From an optimization exercise on the open Yosys and OpenROAD flow, aimed at small area, a short achievable clock period and few clock cycles per item; shortcuts taken in it are not production practice.
The RTL was checked by simulation tests, not by an equivalence proof against the original design.
No activity file was given, so power comes from the tool's default toggle rates.

===== flow/flow/run.sh =====
#!/bin/bash
set -euo pipefail
echo "export BUFFER_PORTS_ARGS = -buffer_cell sky130_fd_sc_hd__buf_4" >> config.mk
bash standard.sh MATCH_CELL_FOOTPRINT=0 finish > standard.log 2>&1

===== flow/standard.sh =====
#!/bin/bash
# synth_recipe.tcl (not shown) runs the flow's synth.tcl, then flattens the netlist and writes it again
# the make line also repeats each setting of config.mk as NAME=value (left out here)
make -C /OpenROAD-flow-scripts/flow DESIGN_CONFIG=/design/flow/config.mk WORK_HOME=/design/flow/orfs CLKGATE_MAP_FILE= SYNTH_SCRIPT=/design/flow/synth_recipe.tcl "${@:-finish}"

===== flow/config.mk =====
export PLATFORM = sky130hd
export DESIGN_NAME = burst_mem_ctrl
export DESIGN_NICKNAME = burst_mem_ctrl
export VERILOG_FILES = /design/flow/design.v
export SDC_FILE = /design/flow/constraint.sdc
export NUM_CORES = 4
export LEC_CHECK = 0
export CAP_MARGIN = 20
export CORE_MARGIN = 2
export CORE_UTILIZATION = 50
export CTS_CLUSTER_DIAMETER = 70
export CTS_CLUSTER_SIZE = 25
export SETUP_SLACK_MARGIN = 3.1
export SLEW_MARGIN = 20
export TNS_END_PERCENT = 5
export BUFFER_PORTS_ARGS = -buffer_cell sky130_fd_sc_hd__buf_4

===== flow/constraint.sdc =====
create_clock -name core_clock -period 5.6 [get_ports {clk}]
set_input_delay 1.1200 -clock core_clock [delete_from_list [all_inputs] [get_ports {clk}]]
set_output_delay 1.1200 -clock core_clock [all_outputs]
set_load 0.01 [all_outputs]

===== flow/design.v =====
module burst_mem_ctrl #(
  parameter int unsigned DATA_W    = 8,
  parameter int unsigned ADDR_W    = 8,
  parameter int unsigned BURST_LEN = 4,
  parameter int unsigned MEM_DEPTH = 512
) (
  input  logic              clk,
  input  logic              rst,
  input  logic              req_valid,
  output logic              req_ready,
  input  logic              req_write,
  input  logic [ADDR_W-1:0] req_addr,
  input  logic              wr_valid,
  output logic              wr_ready,
  input  logic [DATA_W-1:0] wr_data,
  output logic              rd_valid,
  input  logic              rd_ready,
  output logic [DATA_W-1:0] rd_data,
  output logic              rd_last,
  output logic              busy
);
  localparam int unsigned BEAT_W = $clog2(BURST_LEN);
  localparam int unsigned MEM_AW = $clog2(MEM_DEPTH);
  localparam int unsigned NLINE  = MEM_DEPTH / BURST_LEN;
  localparam int unsigned LINE_W = MEM_AW - BEAT_W;
  localparam int unsigned LA_W   = LINE_W / 2;
  localparam int unsigned LA_N   = 1 << LA_W;
  localparam int unsigned LB_N   = 1 << (LINE_W - LA_W);
  localparam int unsigned RQN = 8;               
  localparam int unsigned WQN = 2;               
  logic [NLINE-1:0][BURST_LEN-1:0][DATA_W-1:0] mem;
  logic [RQN-1:0][LINE_W-1:0] rq_line_q, rq_line_d;
  logic [RQN-1:0][WQN-1:0]    rq_pend_q, rq_pend_d;
  logic [RQN-1:0]             rq_same_q, rq_same_d;
  logic [RQN-1:0]             rq_v_q, rq_v_d;
  logic [LINE_W-1:0]          rline_q;           
  logic [LINE_W-1:0]          lastw_q, lastw_d;  
  logic [BURST_LEN-1:0][DATA_W-1:0] lb_q, lb_d;
  logic                       lb_v_q, lb_v_d;
  logic [BURST_LEN-1:0]       lbb_q, lbb_d;      
  logic [WQN-1:0][LINE_W-1:0] wq_line_q, wq_line_d;
  logic [WQN-1:0]             wq_v_q, wq_v_d;
  logic [BURST_LEN-1:0]       wbb_q, wbb_d;      
  logic [LA_N-1:0]            wsa_q, wsa_d;      
  logic [LB_N-1:0]            wsc_q, wsc_d;      
  logic                       wgo_q, wgo_d;      
  logic                       wgl_q, wgl_d;      
  logic [BURST_LEN-1:0]       wgb_q, wgb_d;      
  logic              req_ready_q, req_ready_d;
  logic              wr_ready_q, wr_ready_d;
  logic              rd_valid_q, rd_valid_d;
  logic [DATA_W-1:0] rd_data_q, rd_data_d;
  logic              rd_last_q, rd_last_d;
  logic              busy_q, busy_d;
  logic              req_fire, wr_fire, w_last, rd_take, lb_load, lb_free;
  logic              w_blk, r_push, w_push;
  logic [LINE_W-1:0] req_line, rline_d;
  logic [BURST_LEN-1:0][DATA_W-1:0] line_rdata;
  function automatic logic [LA_N-1:0] dec_a(input logic [LINE_W-1:0] l);
    for (int i = 0; i < LA_N; i++) dec_a[i] = (l[LA_W-1:0] == LA_W'(i));
  endfunction
  function automatic logic [LB_N-1:0] dec_c(input logic [LINE_W-1:0] l);
    for (int i = 0; i < LB_N; i++) dec_c[i] = (l[LINE_W-1:LA_W] == (LINE_W - LA_W)'(i));
  endfunction
  assign req_line = LINE_W'(req_addr);
  assign req_fire = req_valid && req_ready_q;
  assign r_push   = req_fire && !req_write;
  assign w_push   = req_fire && req_write;
  assign wr_fire  = wr_valid && wgo_q;
  assign w_last   = wr_valid && wgl_q;
  assign rd_take  = lb_v_q && (!rd_valid_q || rd_ready);
  assign lb_free  = !lb_v_q || (lbb_q[BURST_LEN-1] && (!rd_valid_q || rd_ready));
  assign lb_load  = rq_v_q[0] && lb_free &&
                    (!rq_pend_q[0][0] ||
                     (!rq_pend_q[0][WQN-1] && w_last && !rq_same_q[0]));
  assign line_rdata = mem[rline_q];
  always_comb begin
    lb_d       = lb_q;
    lb_v_d     = lb_v_q;
    lbb_d      = lbb_q;
    rd_valid_d = rd_valid_q;
    wbb_d      = wbb_q;
    lastw_d    = lastw_q;
    rd_data_d = {DATA_W{!rd_take}} & rd_data_q;
    for (int b = 0; b < BURST_LEN; b++) begin
      rd_data_d = rd_data_d | ({DATA_W{rd_take && lbb_q[b]}} & lb_q[b]);
    end
    rd_last_d = (!rd_take && rd_last_q) || (rd_take && lbb_q[BURST_LEN-1]);
    if (rd_take) begin
      rd_valid_d = 1'b1;
      lbb_d      = {lbb_q[BURST_LEN-2:0], lbb_q[BURST_LEN-1]};
      if (lbb_q[BURST_LEN-1]) lb_v_d = 1'b0;
    end else if (rd_valid_q && rd_ready) begin
      rd_valid_d = 1'b0;
    end
    if (lb_load) begin
      lb_d   = line_rdata;
      lb_v_d = 1'b1;
      lbb_d  = BURST_LEN'(1);
    end
    if (wr_fire) wbb_d = {wbb_q[BURST_LEN-2:0], wbb_q[BURST_LEN-1]};
    for (int i = 0; i < WQN; i++) begin
      if (w_last) begin
        wq_line_d[i] = (i + 1 < WQN) ? wq_line_q[(i + 1) % WQN] : wq_line_q[i];
        wq_v_d[i]    = (i + 1 < WQN) ? wq_v_q[(i + 1) % WQN] : 1'b0;
      end else begin
        wq_line_d[i] = wq_line_q[i];
        wq_v_d[i]    = wq_v_q[i];
      end
    end
    for (int i = 0; i < RQN; i++) rq_pend_d[i] = rq_pend_q[i];
    for (int i = WQN - 1; i >= 0; i--) begin
      if (w_push && !wq_v_d[i] && (i == 0 || wq_v_d[(i + WQN - 1) % WQN])) begin
        wq_line_d[i] = req_line;
        wq_v_d[i]    = 1'b1;
      end
    end
    if (w_push) lastw_d = req_line;
    w_blk = 1'b0;
    for (int i = 0; i < RQN; i++) begin
      logic cand, m_cur, m_nxt;
      cand  = rq_v_q[i] && !(i == 0 && lb_load) &&
              (!rq_pend_q[i][0] || (!rq_pend_q[i][WQN-1] && w_last));
      m_cur = wq_v_q[0] ? (rq_line_q[i] == wq_line_q[0]) : (rq_line_q[i] == req_line);
      m_nxt = wq_v_q[1] ? (rq_line_q[i] == wq_line_q[1]) : (rq_line_q[i] == req_line);
      if (cand && (w_last ? m_nxt : m_cur)) w_blk = 1'b1;
    end
    for (int i = 0; i < RQN; i++) begin
      logic [WQN-1:0] p;
      if (lb_load) begin
        rq_line_d[i] = (i + 1 < RQN) ? rq_line_q[(i + 1) % RQN] : rq_line_q[i];
        p            = (i + 1 < RQN) ? rq_pend_q[(i + 1) % RQN] : rq_pend_q[i];
        rq_same_d[i] = (i + 1 < RQN) ? rq_same_q[(i + 1) % RQN] : rq_same_q[i];
        rq_v_d[i]    = (i + 1 < RQN) ? rq_v_q[(i + 1) % RQN] : 1'b0;
      end else begin
        rq_line_d[i] = rq_line_q[i];
        p            = rq_pend_q[i];
        rq_same_d[i] = rq_same_q[i];
        rq_v_d[i]    = rq_v_q[i];
      end
      rq_pend_d[i] = w_last ? (p >> 1) : p;
    end
    for (int i = RQN - 1; i >= 0; i--) begin
      if (r_push && !rq_v_d[i] && (i == 0 || rq_v_d[(i + RQN - 1) % RQN])) begin
        rq_line_d[i] = req_line;
        rq_pend_d[i] = wq_v_d;
        rq_same_d[i] = (req_line == lastw_q);
        rq_v_d[i]    = 1'b1;
      end
    end
    if (lb_load) rline_d = rq_v_q[1] ? rq_line_q[1] : req_line;
    else         rline_d = rq_v_q[0] ? rq_line_q[0] : req_line;
    if (w_last) begin
      wsa_d = wq_v_q[1] ? dec_a(wq_line_q[1]) : dec_a(req_line);
      wsc_d = wq_v_q[1] ? dec_c(wq_line_q[1]) : dec_c(req_line);
    end else begin
      wsa_d = wq_v_q[0] ? wsa_q : dec_a(req_line);
      wsc_d = wq_v_q[0] ? wsc_q : dec_c(req_line);
    end
    req_ready_d = !rq_v_d[RQN-1] && !wq_v_d[WQN-1];
    wr_ready_d  = !w_blk;
    wgo_d       = wr_ready_d && wq_v_d[0];
    wgl_d       = wgo_d && wbb_d[BURST_LEN-1];
    wgb_d       = {BURST_LEN{wgo_d}} & wbb_d;
    busy_d      = (|rq_v_d) || (|wq_v_d) || lb_v_d || rd_valid_d;
  end
  always_ff @(posedge clk) begin
    if (rst) begin
      rq_v_q      <= '0;
      wq_v_q      <= '0;
      wbb_q       <= BURST_LEN'(1);
      lb_v_q      <= 1'b0;
      req_ready_q <= 1'b1;
      wr_ready_q  <= 1'b1;
      wgo_q       <= 1'b0;
      wgl_q       <= 1'b0;
      wgb_q       <= '0;
      rd_valid_q  <= 1'b0;
      rd_last_q   <= 1'b0;
      busy_q      <= 1'b0;
    end else begin
      rq_v_q      <= rq_v_d;
      wq_v_q      <= wq_v_d;
      wbb_q       <= wbb_d;
      lb_v_q      <= lb_v_d;
      req_ready_q <= req_ready_d;
      wr_ready_q  <= wr_ready_d;
      wgo_q       <= wgo_d;
      wgl_q       <= wgl_d;
      wgb_q       <= wgb_d;
      rd_valid_q  <= rd_valid_d;
      rd_last_q   <= rd_last_d;
      busy_q      <= busy_d;
    end
  end
  always_ff @(posedge clk) begin
    rq_line_q  <= rq_line_d;
    rq_pend_q  <= rq_pend_d;
    rq_same_q  <= rq_same_d;
    wq_line_q  <= wq_line_d;
    lastw_q    <= lastw_d;
    rline_q    <= rline_d;
    wsa_q      <= wsa_d;
    wsc_q      <= wsc_d;
    lb_q       <= lb_d;
    lbb_q      <= lbb_d;
    rd_data_q  <= rd_data_d;
  end
  always_ff @(posedge clk) begin
    for (int l = 0; l < NLINE; l++) begin
      for (int b = 0; b < BURST_LEN; b++) begin
        if (!rst && wr_valid && wgb_q[b] && wsa_q[l % LA_N] && wsc_q[l / LA_N]) begin
          mem[l][b] <= wr_data;
        end
      end
    end
  end
  assign req_ready = req_ready_q;
  assign wr_ready  = wr_ready_q;
  assign rd_valid  = rd_valid_q;
  assign rd_data   = rd_data_q;
  assign rd_last   = rd_last_q;
  assign busy      = busy_q;
endmodule

==> impl_metrics.env <==
export IMPL_synth_net_count=7936
export IMPL_synth_seq_area_share_pct=76.2
export IMPL_peakVddDrop_mv=0.312
export IMPL_synth_edf_count=4246
export IMPL_slew_viol_final=0
export IMPL_nNetsFinal=7934
export IMPL_path_cells="buf_16 -> buf_16 -> clkbuf_16 -> mux4_2 -> mux2_4 -> o22ai_4 -> a211oi_2 -> a21oi_2 -> nand2_1 -> o31a_1"
export IMPL_reg2reg_from="rline_q[0]$_DFF_P_"
export IMPL_setup_tns_ns=0
export IMPL_start_kind="flip-flop"
export IMPL_status="no timing/DRC/antenna violations"
export IMPL_critPathSlowestCell="mux4_2"
export IMPL_vias_per_cell=6.44
export IMPL_leakage_nw=58.7
export IMPL_ys_warnings_count=1
export IMPL_ys_seq_elements=4297
export IMPL_grt_antenna_before_repair=24
export IMPL_rrSetupSlack_ns=2.48
export IMPL_fin_crit_sh_pct=55.8
export IMPL_areaGrowthSynthToFinish_pct=10.6
export IMPL_postSynthAreaPerCell_um2=21.3
export IMPL_cts_sinks=4297
export IMPL_cts_tree="done"
export IMPL_gp_congestion=0.798
export IMPL_crit_arrival_ns=3.83
export IMPL_ys_flop_type="edfxtp_1"
export IMPL_path_common_cell="buf_16"
export IMPL_cts_buffers=214
export IMPL_grt_max_degree=180
export IMPL_skew_ns=0.0852
export IMPL_hpwlAfterDp_mm=230
export IMPL_tightest_slew_ns=1.08
export IMPL_grt_pass1_wl_mm=597
export IMPL_power_density_nw_per_um2=327
export IMPL_whs_ns=0.476
export IMPL_root_buffer="clkbuf_16"
export IMPL_clkLatencyLatePin_ns=0.98
export IMPL_hold_buffers=0
export IMPL_postLayoutCoreUtil_pct=55.5
export IMPL_worstSetupPathType="reg2reg"
export IMPL_rows=213
export IMPL_finalHoldViolCount=0
export IMPL_maxCapViolCount=0
export IMPL_post_route_drc_count=0
export IMPL_rsz0062_at_grt="true"
export IMPL_cts_buffer_depth=4
export IMPL_drive_above_1_share_pct=28.1
export IMPL_slowest_delay_ns=0.50
export IMPL_synth_async_sr_flop_share_pct=0
export IMPL_coreArea_um2=336000
export IMPL_hold_class="reg2reg"
export IMPL_vias=80922
export IMPL_synth_top_family_by_area="multiplexers"
export IMPL_endpoint="lb_q[9]$_DFFE_PN_"
export IMPL_syn_area_um2=169000
export IMPL_chipWidth_um=585
export IMPL_fin_cells=12561
export IMPL_io_buffer_count=33
export IMPL_synth_simple_area_share_pct=2.76
export IMPL_placedCellCount=12045
export IMPL_num_io_pins=35
export IMPL_synthAdderAreaFrac_pct=0
export IMPL_wirelength_mm=420
export IMPL_critPathMaxFanout=8
export IMPL_grt_pass1_vias=81855
export IMPL_cp_end_kind="flip-flop"
export IMPL_setup_viol=0
export IMPL_slew_headroom_pct=28.1
export IMPL_max_freq_mhz=320
export IMPL_die_h_um=585
export IMPL_avgRoutedWirePerCell_um=33.4
export IMPL_first_pass_iters=8
export IMPL_globalRoute_totalOverflow=0
export IMPL_die_area_um2=342000
export IMPL_initial_utilization_pct=50.2
export IMPL_synthCells=7914
export IMPL_cts_clk_slew_worst_paths_ns=0.09
export IMPL_cp_required_ns=6.31
export IMPL_finalCriticalPeriod_ns=3.12
export IMPL_grt_usage_pct=24.2
export IMPL_htree_num_levels=4
export IMPL_reg2reg_to="lb_q[9]$_DFFE_PN_"
export IMPL_synth_compound_area_share_pct=3.55
export IMPL_rr_worst_depth=10
export IMPL_synthMuxAreaShare_pct=14.9
export IMPL_crit_path_start="rline_q[0]$_DFF_P_"
export IMPL_synth_xor_area_share_pct=0.909
export IMPL_postRouteAntennaNets=0
export IMPL_drt_initial_drc_count=9874
export IMPL_ys_types=55
-- per-layer routing --
metal	routed length, um	GRT usage [%]	up-vias
met5	0	0	-
met4	11500	6.42	0
met3	31400	3.24	504
met2	206000	39.6	3260
met1	170000	34.8	43746
li1	-	-	33412
-- registers in the layout (all words and copies together) (netlist names), 7 cells and up, named ones only --
signal / cells
lastw_q: 7
wq_line_q: 14
rq_line_q: 56
wsc_q: 16
wsa_q: 8
mem: 4096
rq_v_q: 8
rline_q: 7
rq_same_q: 8
lb_q: 32
rd_data_q: 8
rq_pend_q: 16
-- synth_stat cells, types with 51 or more instances --
library cell | count | share of area [%]
a21oi_1 | 94 | 0.28
a221oi_1 | 201 | 1.0
a22o_1 | 136 | 0.71
a22oi_1 | 65 | 0.29
and3_1 | 513 | 1.9
buf_1 | 51 | 0.11
buf_2 | 86 | 0.26
clkbuf_1 | 386 | 0.86
dfxtp_1 | 51 | 0.61
edfxtp_1 | 4246 | 76
mux2_2 | 169 | 1.1
mux4_2 | 1024 | 14
nand2_1 | 118 | 0.26
o21ai_0 | 55 | 0.16
o22ai_1 | 149 | 0.55
xnor2_1 | 100 | 0.52
xor2_1 | 75 | 0.39
-- repair_timing --
| item | 4_1_cts | 5_1_grt |
|---|---|---|
| buffers inserted | 73 | 23 |
| hold endpoints to repair | 0 | 0 |
| endpoints found under the setup margin | 2666 | 2736 |
| gates cloned | 63 | 7 |
| resized for setup | 495 | 76 |
| pin swaps | 74 | 28 |
-- critical path: cells and delay by family (launching register included) --
kind	cells	cell delay [ns]
buffers and inverters	3	0.59
DFF	1	0.42
muxes	2	0.82
and+or+nand+nor	1	0.12
AOI/OAI and AO/OA	4	0.83
-- layout by cell type, fill, tap and decap left out, drive strengths merged, types with 21 or more instances in the layout --
cell and instances:
mux2 169, clkbuf 296, nand2 120, a22o 136
xnor2 100, xor2 75, a211oi 33, mux4 1024
nor4 21, inv 38, o21ai 62, nand4 29
dfxtp 51, buf 335, o31a 32, clkinv 46
and3 513, a22oi 65, nor2 46, a221oi 201
a21oi 94, o22ai 149, edfxtp 4246
-- final cells by class --
| cell class | count | area (um^2) |
|---|---|---|
| Inverter | 13 | 53.8 |
| Multi-Input combinational cell | 3004 | 40100 |
| Sequential cell | 4297 | 129000 |
| Timing Repair Buffer | 382 | 5630 |
| Clock inverter | 86 | 1020 |
| Antenna cell | 15 | 37.5 |
| Fill cell | 25169 | 150000 |
| Tap cell | 4515 | 5650 |
| Clock buffer | 249 | 5570 |
-- worst min-delay path by stage --
stage                               from                     endpoint  slack, ns  depth (start not counted)
finish               wbb_q[3]$_SDFF_PP0_          wbb_q[3]$_SDFF_PP0_       0.48                          2
global route                   req_write  rq_pend_q[15]$_SDFFCE_PN0P_       0.49                          2
CTS                            req_write  rq_pend_q[15]$_SDFFCE_PN0P_       0.42                          2
detailed placement  rd_data_q[4]$_DFF_P_         rd_data_q[4]$_DFF_P_       0.46                          2
global placement    rd_data_q[4]$_DFF_P_         rd_data_q[4]$_DFF_P_       0.45                          2
floorplan            wbb_q[3]$_SDFF_PP0_          wbb_q[3]$_SDFF_PP0_       0.44                          2
-- power by group --
part / internal (mW) / switching (mW) / total (mW)
Sequential: 35.5 / 0.217 / 35.7
Clock: 7.77 / 10.3 / 18.0
Combinational: 3.01 / 4.37 / 7.37
Total: 46.2 / 14.9 / 61.1
-- stage by stage --
step	setup slack [ns]	total power, mW	area [um^2]
final	2.48	61.1	187000
after global routing	2.46	62.8	187000
after CTS	2.51	61.3	186000
after detailed placement	1.55	42.5	174000
after global placement	1.56	42.5	174000
after floorplan	2.67	39.9	169000
-- logic make-up (layout without fill, tap and decap cells) --
kind of cell           count (synthesis)  in the layout
XOR/XNOR                             175            175
flip-flops                          4297           4297
multiplexers                        1208           1208
AND/OR/NAND/NOR                      807            813
AO/OA/AOI/OAI                        808            808
other                                  0             15
buffers and inverters                619            730
Testbench counts, summed over its fixed seeds: cycles 7,710, bursts 3,200.

static timing again, ports no longer ideal:
How much do the figures lean on ideal ports? The routed layout below was timed once more, with nothing changed but the port constraints.
Step 1: set_driving_cell puts a clkbuf_16 on clk and a buf_2 on each other input, an assumption about the parent block.
Step 2, shift: input delay + t, output delay - t, t = (earliest + latest rising clock arrival at the registers) / 2. This alone moves slack from input paths to output paths.
Three values: ideal ports, drivers, drivers and shift; two values: the first two.
shift t [ns]: 1.039
setup slack, ns: 2.476 / 2.476 / 1.550
worst hold slack (ns): 0.476 / 0.432 / 0.476
clock arrival spread, ns: 0.091 / 0.091
cell pins on the clock port's net: 1
After both steps this run still meets setup and hold. For this run, drivers alone change the setup slack by 0.000 ns; drivers and shift together by -0.926 ns.
